This is an optimization exercise on Yosys and OpenROAD, whose aim is small area, not a production implementation. The RTL was checked by simulation tests, not by an equivalence proof against the original design. Power and IR drop assume default switching activity.

===== config.mk =====
export PLATFORM = sky130hd
export DESIGN_NAME = sketch_top
export DESIGN_NICKNAME = sketch_top
export VERILOG_FILES = /design/flow/design.v
export SDC_FILE = /design/flow/constraint.sdc
export NUM_CORES = 4
export LEC_CHECK = 0
export CAP_MARGIN = 20
export CORE_MARGIN = 2
export CORE_UTILIZATION = 40
export GPL_TIMING_DRIVEN = 0
export SLEW_MARGIN = 20
export SYNTH_HIERARCHICAL = 1

===== constraint.sdc =====
create_clock -name core_clock -period 4.0 [get_ports {clk}]
set_input_delay 0.8000 -clock core_clock [delete_from_list [all_inputs] [get_ports {clk}]]
set_output_delay 0.8000 -clock core_clock [all_outputs]
set_load 0.01 [all_outputs]

===== design.v =====
`default_nettype none
package sketch_pkg;
        localparam int KMER_W = 98;
        localparam int TAP_W  = 80;
        localparam int ROW_W  = 64;
        localparam int CNT_W  = 2;
        localparam int SIG_W  = 32;
        localparam int POS_LSB = 90;
        localparam int POS_LIMIT = 212;
        typedef logic [KMER_W-1:0] kmer_t;
        typedef logic [TAP_W-1:0]  taps_t;
        typedef logic [7:0]        pos_t;
        typedef logic [ROW_W-1:0]  row_t;
        typedef logic [6:0]        row_addr_t;      
        typedef logic [4:0]        cnt_idx_t;       
        typedef logic [5:0]        bit_off_t;
        typedef logic [SIG_W-1:0]  sig_t;
        localparam row_addr_t ADDR_SEED = 7'b0101101;
        localparam cnt_idx_t  IDX_SEED1 = 5'b00101;
        localparam cnt_idx_t  IDX_SEED2 = 5'b11001;
        localparam cnt_idx_t  IDX_SEED3 = 5'b01101;
        localparam cnt_idx_t  IDX_SEED4 = 5'b01011;
        localparam logic [7*7-1:0] ADDR_TAPS = {7'd5, 7'd20, 7'd45, 7'd67, 7'd17, 7'd72, 7'd36};
        localparam logic [4*5*7-1:0] IDX_TAPS = {
                7'd15, 7'd51, 7'd25, 7'd50, 7'd31,
                7'd9,  7'd44, 7'd58, 7'd13, 7'd66,
                7'd40, 7'd24, 7'd55, 7'd20, 7'd60,
                7'd15, 7'd30, 7'd5,  7'd61, 7'd45
        };
endpackage
`default_nettype wire
`timescale 1ns/1ps
`default_nettype none
module sketch_top (
        input  wire logic                  clk,
        input  wire logic                  reset,
        input  wire logic                  en_hash,
        input  wire logic                  read_add,
        input  wire logic                  get_row,
        input  wire logic                  set_row,
        input  wire sketch_pkg::kmer_t     kmer,
        input  wire sketch_pkg::row_t      row_rd1,
        input  wire sketch_pkg::row_t      row_rd2,
        input  wire sketch_pkg::row_t      row_rd3,
        input  wire sketch_pkg::row_t      row_rd4,
        input  wire sketch_pkg::row_t      bucket_rd,
        output sketch_pkg::row_addr_t      row_addr,
        output sketch_pkg::row_addr_t      bucket_addr,
        output sketch_pkg::row_t           row_wr1,
        output sketch_pkg::row_t           row_wr2,
        output sketch_pkg::row_t           row_wr3,
        output sketch_pkg::row_t           row_wr4,
        output sketch_pkg::row_t           bucket_wr
);
        sketch_pkg::taps_t     taps;
        sketch_pkg::pos_t      position;
        sketch_pkg::taps_t     mixed;
        logic [26:0]           next_hash;
        logic [26:0]           hash_q, hash_d;
        logic [26:0]           sig_q, sig_d;
        logic                  sig_v;
        sketch_pkg::row_addr_t row_addr_d, bucket_addr_d;
        sketch_pkg::row_t      inc_row1, inc_row2, inc_row3, inc_row4, cap_bucket;
        sketch_pkg::row_t      inc1_d, inc2_d, inc3_d, inc4_d, cap_bucket_d;
        logic                  cap_v;
        sketch_pkg::row_t      wr1_d, wr2_d, wr3_d, wr4_d, bwr_d;
        assign taps     = kmer[sketch_pkg::TAP_W-1:0];
        assign position = kmer[sketch_pkg::KMER_W-1:sketch_pkg::POS_LSB];
        assign mixed = taps ^ {taps[sketch_pkg::TAP_W-2:0], 1'b0};
        always_comb begin
                for (int i = 0; i < 7; i++) begin
                        next_hash[26 - i] = mixed[sketch_pkg::ADDR_TAPS[(6 - i) * 7 +: 7]];
                end
                for (int n = 0; n < 4; n++) begin
                        for (int i = 0; i < 5; i++) begin
                                next_hash[19 - 5 * n - i] = mixed[sketch_pkg::IDX_TAPS[(19 - 5 * n - i) * 7 +: 7]];
                        end
                end
        end
        logic hash_ld, hash_hold, ra_ld, ra_hold, rd_ld, rd_hold;
        assign hash_ld   = en_hash;
        assign hash_hold = ~en_hash;
        assign ra_ld     = en_hash | read_add;
        assign ra_hold   = ~(en_hash | read_add);
        assign rd_ld     = read_add;
        assign rd_hold   = ~read_add;
        localparam logic [26:0] HASH_SEED = {sketch_pkg::ADDR_SEED, sketch_pkg::IDX_SEED1,
                                             sketch_pkg::IDX_SEED2, sketch_pkg::IDX_SEED3,
                                             sketch_pkg::IDX_SEED4};
        for (genvar i = 0; i < 27; i++) begin : g_hash
                if (i == 4) begin : g_dup
                        assign hash_q[i] = hash_q[19];
                        assign sig_q[i]  = sig_q[19];
                end else if (i == 2) begin : g_dup
                        assign hash_q[i] = hash_q[26];
                        assign sig_q[i]  = sig_q[26];
                end else begin : g_reg
                        and_or2 u_h (.a0(hash_ld), .b0(next_hash[i]), .a1(hash_hold), .b1(hash_q[i]), .y(hash_d[i]));
                        and_or2 u_s (.a0(rd_ld), .b0(hash_q[i]), .a1(rd_hold), .b1(sig_q[i]), .y(sig_d[i]));
                        always_ff @(posedge clk or negedge reset) begin
                                if (!reset) begin
                                        hash_q[i] <= HASH_SEED[i];
                                end else begin
                                        hash_q[i] <= hash_d[i];
                                end
                        end
                        always_ff @(posedge clk) begin
                                sig_q[i] <= sig_d[i];
                        end
                end
        end
        for (genvar i = 0; i < 7; i++) begin : g_addr
                and_or2 u_r (.a0(ra_ld), .b0(hash_q[20+i]), .a1(ra_hold), .b1(row_addr[i]), .y(row_addr_d[i]));
                and_or2 u_b (.a0(rd_ld), .b0(position[1+i]), .a1(rd_hold), .b1(bucket_addr[i]), .y(bucket_addr_d[i]));
        end
        always_ff @(posedge clk or negedge reset) begin
                if (!reset) begin
                        row_addr    <= '0;
                        bucket_addr <= '0;
                        sig_v       <= 1'b0;
                end else begin
                        row_addr    <= row_addr_d;
                        bucket_addr <= bucket_addr_d;
                        sig_v       <= sig_v | read_add;
                end
        end
        logic [31:0] gsel1, gsel2, gsel3, gsel4;
        logic        cap_ld, cap_hold;
        assign cap_ld   = get_row;
        assign cap_hold = ~get_row;
        assign gsel1 = {31'b0, get_row} << hash_q[19:15];
        assign gsel2 = {31'b0, get_row} << hash_q[14:10];
        assign gsel3 = {31'b0, get_row} << hash_q[9:5];
        assign gsel4 = {31'b0, get_row} << hash_q[4:0];
        for (genvar i = 0; i < 32; i++) begin : g_cap
                cap_cnt u1 (.ld(cap_ld), .hold(cap_hold), .sel(gsel1[i]), .c(row_rd1[2*i +: 2]),
                            .q(inc_row1[2*i +: 2]), .d(inc1_d[2*i +: 2]));
                cap_cnt u2 (.ld(cap_ld), .hold(cap_hold), .sel(gsel2[i]), .c(row_rd2[2*i +: 2]),
                            .q(inc_row2[2*i +: 2]), .d(inc2_d[2*i +: 2]));
                cap_cnt u3 (.ld(cap_ld), .hold(cap_hold), .sel(gsel3[i]), .c(row_rd3[2*i +: 2]),
                            .q(inc_row3[2*i +: 2]), .d(inc3_d[2*i +: 2]));
                cap_cnt u4 (.ld(cap_ld), .hold(cap_hold), .sel(gsel4[i]), .c(row_rd4[2*i +: 2]),
                            .q(inc_row4[2*i +: 2]), .d(inc4_d[2*i +: 2]));
        end
        logic bk_rd_hi, bk_rd_lo, bk_sig_hi, bk_sig_lo;
        assign bk_rd_hi  = get_row & position[0];
        assign bk_rd_lo  = get_row & ~position[0];
        assign bk_sig_hi = get_row & ~position[0] & sig_v;
        assign bk_sig_lo = get_row & position[0] & sig_v;
        for (genvar i = 0; i < 32; i++) begin : g_bucket
                if (i < 27) begin : g_sig
                        and_or3 u_hi (.a0(bk_rd_hi), .b0(bucket_rd[32+i]), .a1(bk_sig_hi), .b1(sig_q[i]),
                                      .a2(cap_hold), .b2(cap_bucket[32+i]), .y(cap_bucket_d[32+i]));
                        and_or3 u_lo (.a0(bk_rd_lo), .b0(bucket_rd[i]), .a1(bk_sig_lo), .b1(sig_q[i]),
                                      .a2(cap_hold), .b2(cap_bucket[i]), .y(cap_bucket_d[i]));
                end else begin : g_zero
                        and_or2 u_hi (.a0(bk_rd_hi), .b0(bucket_rd[32+i]), .a1(cap_hold), .b1(cap_bucket[32+i]),
                                      .y(cap_bucket_d[32+i]));
                        and_or2 u_lo (.a0(bk_rd_lo), .b0(bucket_rd[i]), .a1(cap_hold), .b1(cap_bucket[i]),
                                      .y(cap_bucket_d[i]));
                end
        end
        always_ff @(posedge clk) begin
                inc_row1   <= inc1_d;
                inc_row2   <= inc2_d;
                inc_row3   <= inc3_d;
                inc_row4   <= inc4_d;
                cap_bucket <= cap_bucket_d;
        end
        always_ff @(posedge clk or negedge reset) begin
                if (!reset) begin
                        cap_v <= 1'b0;
                end else begin
                        cap_v <= cap_v | get_row;
                end
        end
        logic wr_ok, ld_cap, ld_init, wb_hold;
        assign wr_ok   = set_row && (position < sketch_pkg::POS_LIMIT);
        assign ld_cap  = wr_ok & cap_v;
        assign ld_init = wr_ok & ~cap_v;
        assign wb_hold = ~wr_ok;
        for (genvar i = 0; i < 64; i++) begin : g_wb
                if (i == 0) begin : g_one
                        and_or2_or u1 (.a0(ld_cap), .b0(inc_row1[i]), .a1(wb_hold), .b1(row_wr1[i]), .c(ld_init), .y(wr1_d[i]));
                        and_or2_or u2 (.a0(ld_cap), .b0(inc_row2[i]), .a1(wb_hold), .b1(row_wr2[i]), .c(ld_init), .y(wr2_d[i]));
                        and_or2_or u3 (.a0(ld_cap), .b0(inc_row3[i]), .a1(wb_hold), .b1(row_wr3[i]), .c(ld_init), .y(wr3_d[i]));
                        and_or2_or u4 (.a0(ld_cap), .b0(inc_row4[i]), .a1(wb_hold), .b1(row_wr4[i]), .c(ld_init), .y(wr4_d[i]));
                end else begin : g_cnt
                        and_or2 u1 (.a0(ld_cap), .b0(inc_row1[i]), .a1(wb_hold), .b1(row_wr1[i]), .y(wr1_d[i]));
                        and_or2 u2 (.a0(ld_cap), .b0(inc_row2[i]), .a1(wb_hold), .b1(row_wr2[i]), .y(wr2_d[i]));
                        and_or2 u3 (.a0(ld_cap), .b0(inc_row3[i]), .a1(wb_hold), .b1(row_wr3[i]), .y(wr3_d[i]));
                        and_or2 u4 (.a0(ld_cap), .b0(inc_row4[i]), .a1(wb_hold), .b1(row_wr4[i]), .y(wr4_d[i]));
                end
                and_or2 ub (.a0(ld_cap), .b0(cap_bucket[i]), .a1(wb_hold), .b1(bucket_wr[i]), .y(bwr_d[i]));
        end
        always_ff @(posedge clk or negedge reset) begin
                if (!reset) begin
                        row_wr1   <= '0;
                        row_wr2   <= '0;
                        row_wr3   <= '0;
                        row_wr4   <= '0;
                        bucket_wr <= '0;
                end else begin
                        row_wr1   <= wr1_d;
                        row_wr2   <= wr2_d;
                        row_wr3   <= wr3_d;
                        row_wr4   <= wr4_d;
                        bucket_wr <= bwr_d;
                end
        end
endmodule
module cap_cnt (
        input  wire logic       ld,
        input  wire logic       hold,
        input  wire logic       sel,
        input  wire logic [1:0] c,
        input  wire logic [1:0] q,
        output logic      [1:0] d
);
        assign d[1] = (ld & c[1]) | (sel & c[0]) | (hold & q[1]);
        assign d[0] = sel ? (c[1] | ~c[0]) : ((ld & c[0]) | (hold & q[0]));
endmodule
module and_or2 (
        input  wire logic a0,
        input  wire logic b0,
        input  wire logic a1,
        input  wire logic b1,
        output logic      y
);
        assign y = (a0 & b0) | (a1 & b1);
endmodule
module and_or3 (
        input  wire logic a0,
        input  wire logic b0,
        input  wire logic a1,
        input  wire logic b1,
        input  wire logic a2,
        input  wire logic b2,
        output logic      y
);
        assign y = (a0 & b0) | (a1 & b1) | (a2 & b2);
endmodule
module and_or2_or (
        input  wire logic a0,
        input  wire logic b0,
        input  wire logic a1,
        input  wire logic b1,
        input  wire logic c,
        output logic      y
);
        assign y = (a0 & b0) | (a1 & b1) | c;
endmodule
`default_nettype wire

===== flow/run.sh =====
#!/bin/bash
# The standard synthesis, then its standard layout with three changes:
# the smallest buffer (buf_1) as the port buffer; a clock tree of clkbuf_4
# cells driving clusters of at most 10 flip-flops, without dummy loads; and
# no buffer larger than buf_4 for the repair of high-fanout nets. make's
# output goes to synth_make.log and flow_make.log; each ORFS step keeps its
# own log under orfs/logs.
set -euo pipefail
bash standard.sh synth > synth_make.log 2>&1
export BUFFER_PORTS_ARGS="-buffer_cell sky130_fd_sc_hd__buf_1"
export CTS_ARGS="-sink_clustering_enable -repair_clock_nets -dont_use_dummy_load -buf_list {sky130_fd_sc_hd__clkbuf_4} -sink_clustering_size 10 -sink_clustering_max_diameter 50"
# The platform's don't-use cells, plus the large buffers
platform_dont_use=$(sed -n '/^export DONT_USE_CELLS/,/^#/p' "$FLOW_HOME/platforms/sky130hd/config.mk" \
  | grep -o 'sky130_fd_sc_hd__[A-Za-z0-9_]*' | tr '\n' ' ')
big_buffers="sky130_fd_sc_hd__buf_6 sky130_fd_sc_hd__buf_8 sky130_fd_sc_hd__buf_12 sky130_fd_sc_hd__buf_16"
big_buffers+=" sky130_fd_sc_hd__bufbuf_8 sky130_fd_sc_hd__bufbuf_16"
big_buffers+=" sky130_fd_sc_hd__clkdlybuf4s15_1 sky130_fd_sc_hd__clkdlybuf4s15_2 sky130_fd_sc_hd__clkdlybuf4s18_1 sky130_fd_sc_hd__clkdlybuf4s18_2"
big_buffers+=" sky130_fd_sc_hd__clkdlybuf4s25_1 sky130_fd_sc_hd__clkdlybuf4s25_2 sky130_fd_sc_hd__clkdlybuf4s50_1 sky130_fd_sc_hd__clkdlybuf4s50_2"
echo "DONT_USE_CELLS=$platform_dont_use $big_buffers" > dont_use.txt
bash standard.sh finish "DONT_USE_CELLS=$platform_dont_use $big_buffers" > flow_make.log 2>&1

===== standard.sh =====
#!/bin/bash
# synth_recipe.tcl (not shown) runs the flow's synth.tcl, then flattens the netlist and writes it again
# the make line also repeats each setting of config.mk as NAME=value (left out here)
make -C /OpenROAD-flow-scripts/flow DESIGN_CONFIG=/design/flow/config.mk WORK_HOME=/design/flow/orfs CLKGATE_MAP_FILE= SYNTH_SCRIPT=/design/flow/synth_recipe.tcl "${@:-finish}"

==> impl_results.md, run 1 <==
* Final Worst Setup Slack at 0.211 ns
* Clock buffer depth at 3
* # nets final at between 3000 and 4000
* RSZ-0062 raised after global routing: false
* Post-synth EDFFs at 0
* Initial antenna violation count at 17
* Synth Instances at 2088
* WP data required at ~4.8 ns
* Post-DP HPWL at roughly 68 mm
* Vias in the first global route at 22776
* Share of cells above drive strength 1 at around 6.3%
* CP Launch Type: input pin
* Static leakage power at 13.5 nW
* Die width at 257 um
* Dpl ws at -0.574 ns
* Resized Gates After CTS at 0
* Final Max Tran Viols at 0
* Die ar. at 66100 um2
* GRT overflow at 0
* Worst Skew at about 0.14 ns
* Rel. slew slack at 36.6%
* Post-synthesis instance area at 25600 um2
* Clock root cell: clkbuf_4
* Area share of the largest cell type after synthesis at about a third
* Reg clk slew, reported paths at roughly 0.11 ns
* First-pass GRT wire length at 141 mm
* Core area at 63200 um2
* Peak fanout along the critical path at 41
* Number of buffers created by CTS at 88
* Primary FF master, synth: dfrtp_1
* Distinct cells, synth at 30
* Io pins at roughly 760
* TritonCTS clock tree: built
* Clk latency of the worst-skew pair at between 0.8 and 0.9 ns
* Syn Nets at 2512
* CTS Sinks at 706
* Drt total wl at 94.2 mm
* Design Area, Final at 30500 um2
* Post-synth ARST share at 51.1%
* Avg Synthesized Cell Area at 12.3 um2
* TNS Setup at 0 ns
* Slew of the pin with the lowest slew margin at 0.944 ns
* Initial Util at between 40% and 50%
* Largest net degree at the start of global routing at 58
* Outcome: finished clean
* Cells on Worst Hold Path at 2
* DRC at 0
* Max-cap violation count at 0
* Hold Vio Cnt, Final at 0
* Drt wl/cell at between 20 and 25 um
* FP Rows at 92
* Via Count at 22909
* Vias/cell at 6.03
* I/O Buffers at 707
* Worst min-delay path category: input pin to register
* Setup crit end kind: register
* Sequential share of the synthesized area at 62.3%
* Remaining antenna violation count at 0
* Htree depth at 3
* Iter 0 DRT Violations at around 2700
* Drt pass-1 iters at 7
* Worst EP arrival at 4.55 ns
* Die Y at about 260 um
* Crit path kind: input pin to register
* R2R depth at 7
* Setup violators final at 0
* Fin crit share at 94.7%
* Cell Pwr Density at 481 nW/um2
* Area of placed instances at about 30000 um2
* RR Startpoint: cap_v$_DFF_PN0_
* Tot GR Track Use at between 20% and 30%
* Minimum clock period at between 3 and 4 ns
* #FFs+latches synth at 706
* R2r setup slk at 1.02 ns
* Area growth syn-to-layout at 19.1%
* Area contributors post-synth: dfrtp_1, dfxtp_1, a22o_1, a222oi_1, inv_1
* Gpl congestion at 0.873
* Hold Slack at 0.151 ns
* Max Clk Rate at 264 MHz
* Cell taking the most area after synthesis: dfrtp_1
* Worst reg2reg endpoint: bucket_wr[31]$_DFF_PN0_
* Yosys Warn Count at 11
* Worst Setup SP: get_row
* Maximum vdd drop at 0.000240 V
* Critical Path End: inc_row1[2]$_DFF_P_
* Pwr Total at 0.0147 W
[cells in the mapped netlist, types with 2 or more instances]
| cell | n |
|---|---|
| nor3_1 | 18 |
| dfstp_2 | 15 |
| a21oi_1 | 2 |
| dfrtp_1 | 346 |
| or4b_2 | 3 |
| nor2_1 | 113 |
| nand2_1 | 8 |
| a222oi_1 | 182 |
| or4bb_1 | 5 |
| nand4_1 | 4 |
| a221oi_1 | 128 |
| buf_2 | 3 |
| a31oi_1 | 128 |
| a221o_1 | 4 |
| nand2b_1 | 13 |
| nand4b_1 | 12 |
| a22o_1 | 390 |
| nand4bb_1 | 6 |
| dfxtp_1 | 345 |
| xor2_1 | 23 |
| inv_1 | 315 |
| or2_2 | 5 |
| clkbuf_1 | 13 |
[registers in the layout (all words and copies together), names as in the netlist]
name         flops
inc_row3        64
row_wr2         64
cap_v            1
row_wr3         64
bucket_wr       64
cap_bucket      64
row_wr1         64
sig_v            1
row_wr4         64
inc_row1        64
hash_q          25
sig_q           25
inc_row2        64
inc_row4        64
bucket_addr      7
row_addr         7
[cell usage in the layout (no fill, tap or decap), drive strengths merged, types with 6 or more instances in the layout]
cell       n
dfxtp    345
nor2     113
a22o     390
dfrtp    346
a221oi   128
a222oi   182
buf      765
diode     14
xor2      23
nand2b    13
a31oi    128
nand4bb    6
clkbuf   101
dfstp     15
inv      314
nand4b    12
nor3      18
nand2      8
[modules after synthesis, one instance, submodules excluded]
| module | cells inside | area (um2) | flops+latches | times used |
|---|---|---|---|---|
| and_or2_or | 1 | 10.0 | 0 | 4 |
| and_or2 | 1 | 8.76 | 0 | 390 |
| cap_cnt | 5 | 32.5 | 0 | 128 |
| sketch_top | 946 | 17200 | 706 | 1 |
| and_or3 | 2 | 13.8 | 0 | 54 |
[layer usage]
| layer | wire length [um] | vias up | part of all wire [%] | GRT usage, % |
|---|---|---|---|---|
| met5 | 67 | - | 0.071 | 0 |
| met2 | 44900 | 1118 | 48 | 44.7 |
| met3 | 8310 | 226 | 8.8 | 7.52 |
| met4 | 4230 | 10 | 4.5 | 13.1 |
| met1 | 36700 | 11523 | 39 | 33.6 |
| li1 | - | 10032 | - | - |
[through the flow]
step	util, %	std cells
final	48.3	3799
after global routing	48.2	3794
after CTS	48.2	3785
after detailed placement	47.1	3696
after global placement	46.4	3641
after floorplan	-	2088
[critical path: stages]
cell	delay, ns
buf_2	0.59
buf_4	0.53
buf_4	0.46
buf_4	0.48
buf_4	0.42
or4b_2	0.71
nor2_1	0.24
a221oi_1	0.09
a31oi_1	0.15
[cells by family after synthesis]
kind of cell    Yosys count  synth area share (%)
xor+xnor                 23                 0.787
buf+inv                 331                  4.87
simple gates            192                  3.81
flops                   706                  62.3
compound gates          836                  28.2
[cell type report]
cell class                      count  area, um2
Antenna cell                       14       35.0
Buffer                             16       68.8
Clock buffer                       88        661
Fill cell                        5999      32700
Inverter                          315       1190
Multi-Input combinational cell   1051       8450
Sequential cell                   706      16000
Tap cell                          846       1060
Timing Repair Buffer              763       3080
[worst min path at each step]
stage	startpoint	endpoint	slack, ns
global route	bucket_rd[27]	cap_bucket[27]$_DFF_P_	0.07
CTS	row_rd2[33]	inc_row2[32]$_DFF_P_	0.04
detailed placement	cap_bucket[62]$_DFF_P_	cap_bucket[62]$_DFF_P_	0.46
floorplan	cap_bucket[27]$_DFF_P_	cap_bucket[27]$_DFF_P_	0.44
global placement	cap_bucket[30]$_DFF_P_	cap_bucket[30]$_DFF_P_	0.45
finish	bucket_rd[27]	cap_bucket[27]$_DFF_P_	0.15
[power breakdown]
group          internal (W)  switching, W  total, W
clock               0.00101       0.00231   0.00332
sequential          0.00803      0.000632   0.00866
combinational       0.00107       0.00162   0.00269
total                0.0101       0.00456    0.0147
[repair_timing]
action	in CTS	in global routing
setup endpoints to repair	0	0
hold buffers	1	0
hold endpoints to repair	9	0
setup buffers	0	0
==> inputs of run 2 (changes only) <==
--- a/config.mk
+++ b/config.mk
@@ -8,6 +8,5 @@
 export CAP_MARGIN = 20
 export CORE_MARGIN = 2
 export CORE_UTILIZATION = 40
-export GPL_TIMING_DRIVEN = 0
 export SLEW_MARGIN = 20
 export SYNTH_HIERARCHICAL = 1
==> run 2 against run 1 <==
Against the previous run:
- count of clock-buffer cells in the layout fell by 2
- global-route usage rose by 0.099 points
- final cell count barely moved
- area after synthesis did not move
- still clean on timing, DRC and antenna
- routed wire length rose by 0.37%
- fmax rose by 61%
==> impl_results.md, run 2 <==
* Outcome: finished clean
* Die width at about 260 um
* Rel. slew slack at ~28%
* Synth Instances at 2088
* Highest-count cells in the layout ignoring fill and taps: buf_1, a22o_1, dfrtp_1, dfxtp_1, inv_1
* Sequential share of the synthesized area at 62.3%
* Most common cell after layout, fill and taps aside: buf_1
* Post-synthesis instance area at 25600 um2
* Max stage delay cell, worst path: dfrtp_1
* Synth cell count leaders: a22o_1, dfrtp_1, dfxtp_1
* Area contributors post-synth: dfrtp_1, dfxtp_1, a22o_1, a222oi_1, inv_1
* Htree depth at 3
* Die ar. at 66100 um2
* Core area at 63200 um2
* Max Clk Rate at between 400 and 500 MHz
* Tot GR Track Use at 27.5%
* Area growth syn-to-layout at 18.7%
* Cells on Worst Hold Path at 3
* Seq pwr share at 59.4%
* Post-CTS Hold Buffers at 1
* Reg clk slew, reported paths at between 0.1 and 0.15 ns
* R2r setup slk at 1.87 ns
* Worst path max stage delay at 0.37 ns
* Distinct cells, synth at 30
* Peak fanout along the critical path at 2
* Clock power share at 22.5%
* Final Max Tran Viols at 0
* Drt total wl at 94.5 mm
* Gate power share at about 18%
* RSZ-0062 raised after global routing: false
* Post-synth EDFFs at 0
* Max-cap violation count at 0
* GRT overflow at 0
* Final Core Density at 48.1%
* Iter 0 DRT Violations at 2854
* Minimum clock period at roughly 2.4 ns
* Primary FF master, synth: dfrtp_1
* Worst min-delay path category: input pin to register
* R2R depth at 4
* Area of placed instances at 29700 um2
* Critical path cell sequence: buf_1
* Cell Pwr Density at about 480 nW/um2
* Remaining antenna violation count at 0
* Crit path kind: register to output pin
* TritonCTS clock tree: built
* Post-DP HPWL at 67.1 mm
* Slew of the pin with the lowest slew margin at 1.08 ns
* Clk latency of the worst-skew pair at around 0.86 ns
* Hold Vio Cnt, Final at 0
* Resized Gates After CTS at 0
* Switching Power at 0.00457 W
* Avg Synthesized Cell Area at 12.3 um2
* Syn Nets at 2512
* CTS Sinks at between 700 and 800
* Maximum vdd drop at 0.000289 V
* Share of cells above drive strength 1 at 6.08%
* Io pins at 758
* Area share of the largest cell type after synthesis at 33.8%
* Via Count at 23022
* Clock root cell: clkbuf_4
* Fin crit share at 58.9%
* # nets final at 3356
* Post-synth ARST share at 51.1%
* Static leakage power at between 10 and 15 nW
* WP depth at 1
* Worst Skew at about 0.14 ns
* Vias in the first global route at 22549
* Largest net degree at the start of global routing at 73
* I/O Buffers at approximately 700
* Clock buffer depth at 3
* First-pass GRT wire length at 141 mm
* Initial antenna violation count at 27
* Vias/cell at between 6 and 7
* Most common cell in the netlist: a22o_1
* #FFs+latches synth at 706
* Gpl congestion at 0.867
* CP top delay family: flip-flops
* Design Area, Final at 30400 um2
* CP Launch Type: register
* Switching Fraction at 31.2%
* Cell taking the most area after synthesis: dfrtp_1
* Drt wl/cell at 24.9 um
* Number of buffers created by CTS at 86
* WP data required at 3.20 ns
* Internal power at approximately 0.01 W
* Worst EP arrival at around 1.6 ns
* Setup violators final at 0
* Die Y at 257 um
* Yosys Warn Count at 11
* Setup crit end kind: output pin
* Post-CTS Setup Bufs at 0
* FP Rows at 92
* CP Buf/Inv Count at 1
* Drt pass-1 iters at 10
* Initial Util at 40.5%
* DRC at 0
-- run 2: cell counts after synthesis --
Identical to the previous run, type by type.
-- run 2: cell type report --
type                            count  area (um2)
Sequential cell                   706       16000
Fill cell                        5946       32800
Antenna cell                       22        55.1
Clock buffer                       86         646
Multi-Input combinational cell   1051        8450
Inverter                          315        1190
Tap cell                          846        1060
Timing Repair Buffer              772        3050
-- run 2: layer usage --
metal / GRT usage (%) / routed length [um] / share of wire (%) / vias to the layer above
li1: - / - / - / 10015
met1: 34.2 / 36500 / 39 / 11547
met2: 45.3 / 45700 / 48 / 1216
met3: 8.00 / 8850 / 9.4 / 216
met4: 10.2 / 3290 / 3.5 / 28
met5: 0 / 198 / 0.21 / -
-- run 2: cell families (layout without fill, tap and decap cells) --
kind of cell              count (synthesis)  after routing  share of synthesized area (%)
AOI/OAI and AO/OA                       836            836                           28.2
DFF                                     706            706                           62.3
buffers and inverters                   331           1173                           4.87
and+or+nand+nor                         192            192                           3.81
xor gates and xnor gates                 23             23                          0.787
other                                     0             22                              0
-- run 2: power by group through the flow --
stage	clock, W	sequential, W	combinational, W
finish	0.00329	0.00870	0.00265
global route	0.00368	0.00880	0.00287
CTS	0.00340	0.00869	0.00265
detailed placement	0	0.00883	0.00265
global placement	0	0.00879	0.00258
floorplan	0	0.00886	0.00122
-- run 2: per-module statistics from Yosys, one instance, submodules excluded --
module,cells,times used,flops+latches,cell area [um2]
cap_cnt,5,128,0,32.5
and_or3,2,54,0,13.8
and_or2_or,1,4,0,10.0
sketch_top,946,1,706,17200
and_or2,1,390,0,8.76
-- run 2: path summary, 6_finish.rpt --
kind                                   startpoint                      end
max                         row_wr4[15]$_DFF_PN0_              row_wr4[15]
min in group asynchronous                   reset    row_wr4[39]$_DFF_PN0_
max reg2reg                  hash_q[19]$_DFF_PN0_      inc_row1[2]$_DFF_P_
max in group asynchronous                   reset    row_wr4[10]$_DFF_PN0_
min                                   row_rd3[51]     inc_row3[50]$_DFF_P_
min reg2reg                cap_bucket[22]$_DFF_P_  bucket_wr[22]$_DFF_PN0_
-- run 2: through the flow --
stage	setup slack [ns]	std cells	TNS, ns	hold WS [ns]	total power (W)
6_report	1.65	3798	0	0.155	0.0146
3_3_place_gp	0.928	3689	0	0.453	0.0114
2_1_floorplan	-2.12	2088	-813.82	0.440	0.0101
5_1_grt	1.52	3787	0	0.0504	0.0153
3_5_place_dp	0.922	3689	0	0.453	0.0115
4_1_cts	1.55	3776	0	0.0552	0.0147
-- run 2: worst min-delay path, stage by stage --
cell     delay (ns)
buf_1          0.08
inv_1          0.05
a31oi_1        0.06

==> what the ideal ports hide <==
Ports are ideal in the flow. The routed layouts listed here were re-timed in OpenROAD. Step 1, drivers: a clkbuf_16 drives clk and a buf_2 each remaining input, both assumed. Step 2, shift: input delay + t, output delay - t, t = (earliest + latest rising clock arrival at the registers) / 2. This alone moves slack from input paths to output paths. a / b / c = ideal / step 1 / step 2; a / b = the first two.
run | shift t [ns] | setup slack, ns | worst setup path at the end | worst register clock-pin slew, ns
run 1 | 0.873 | 0.211 / 0.245 / -0.628 | input to register | 0.12 / 0.12
run 2 | 0.853 | 1.645 / 1.588 / 0.904 | input to register | 0.12 / 0.12
Met with ideal ports but missed after step 2: setup timing in run 1. For run 1, which loses most, drivers alone change the setup slack by +0.034 ns; drivers and shift together by -0.839 ns.
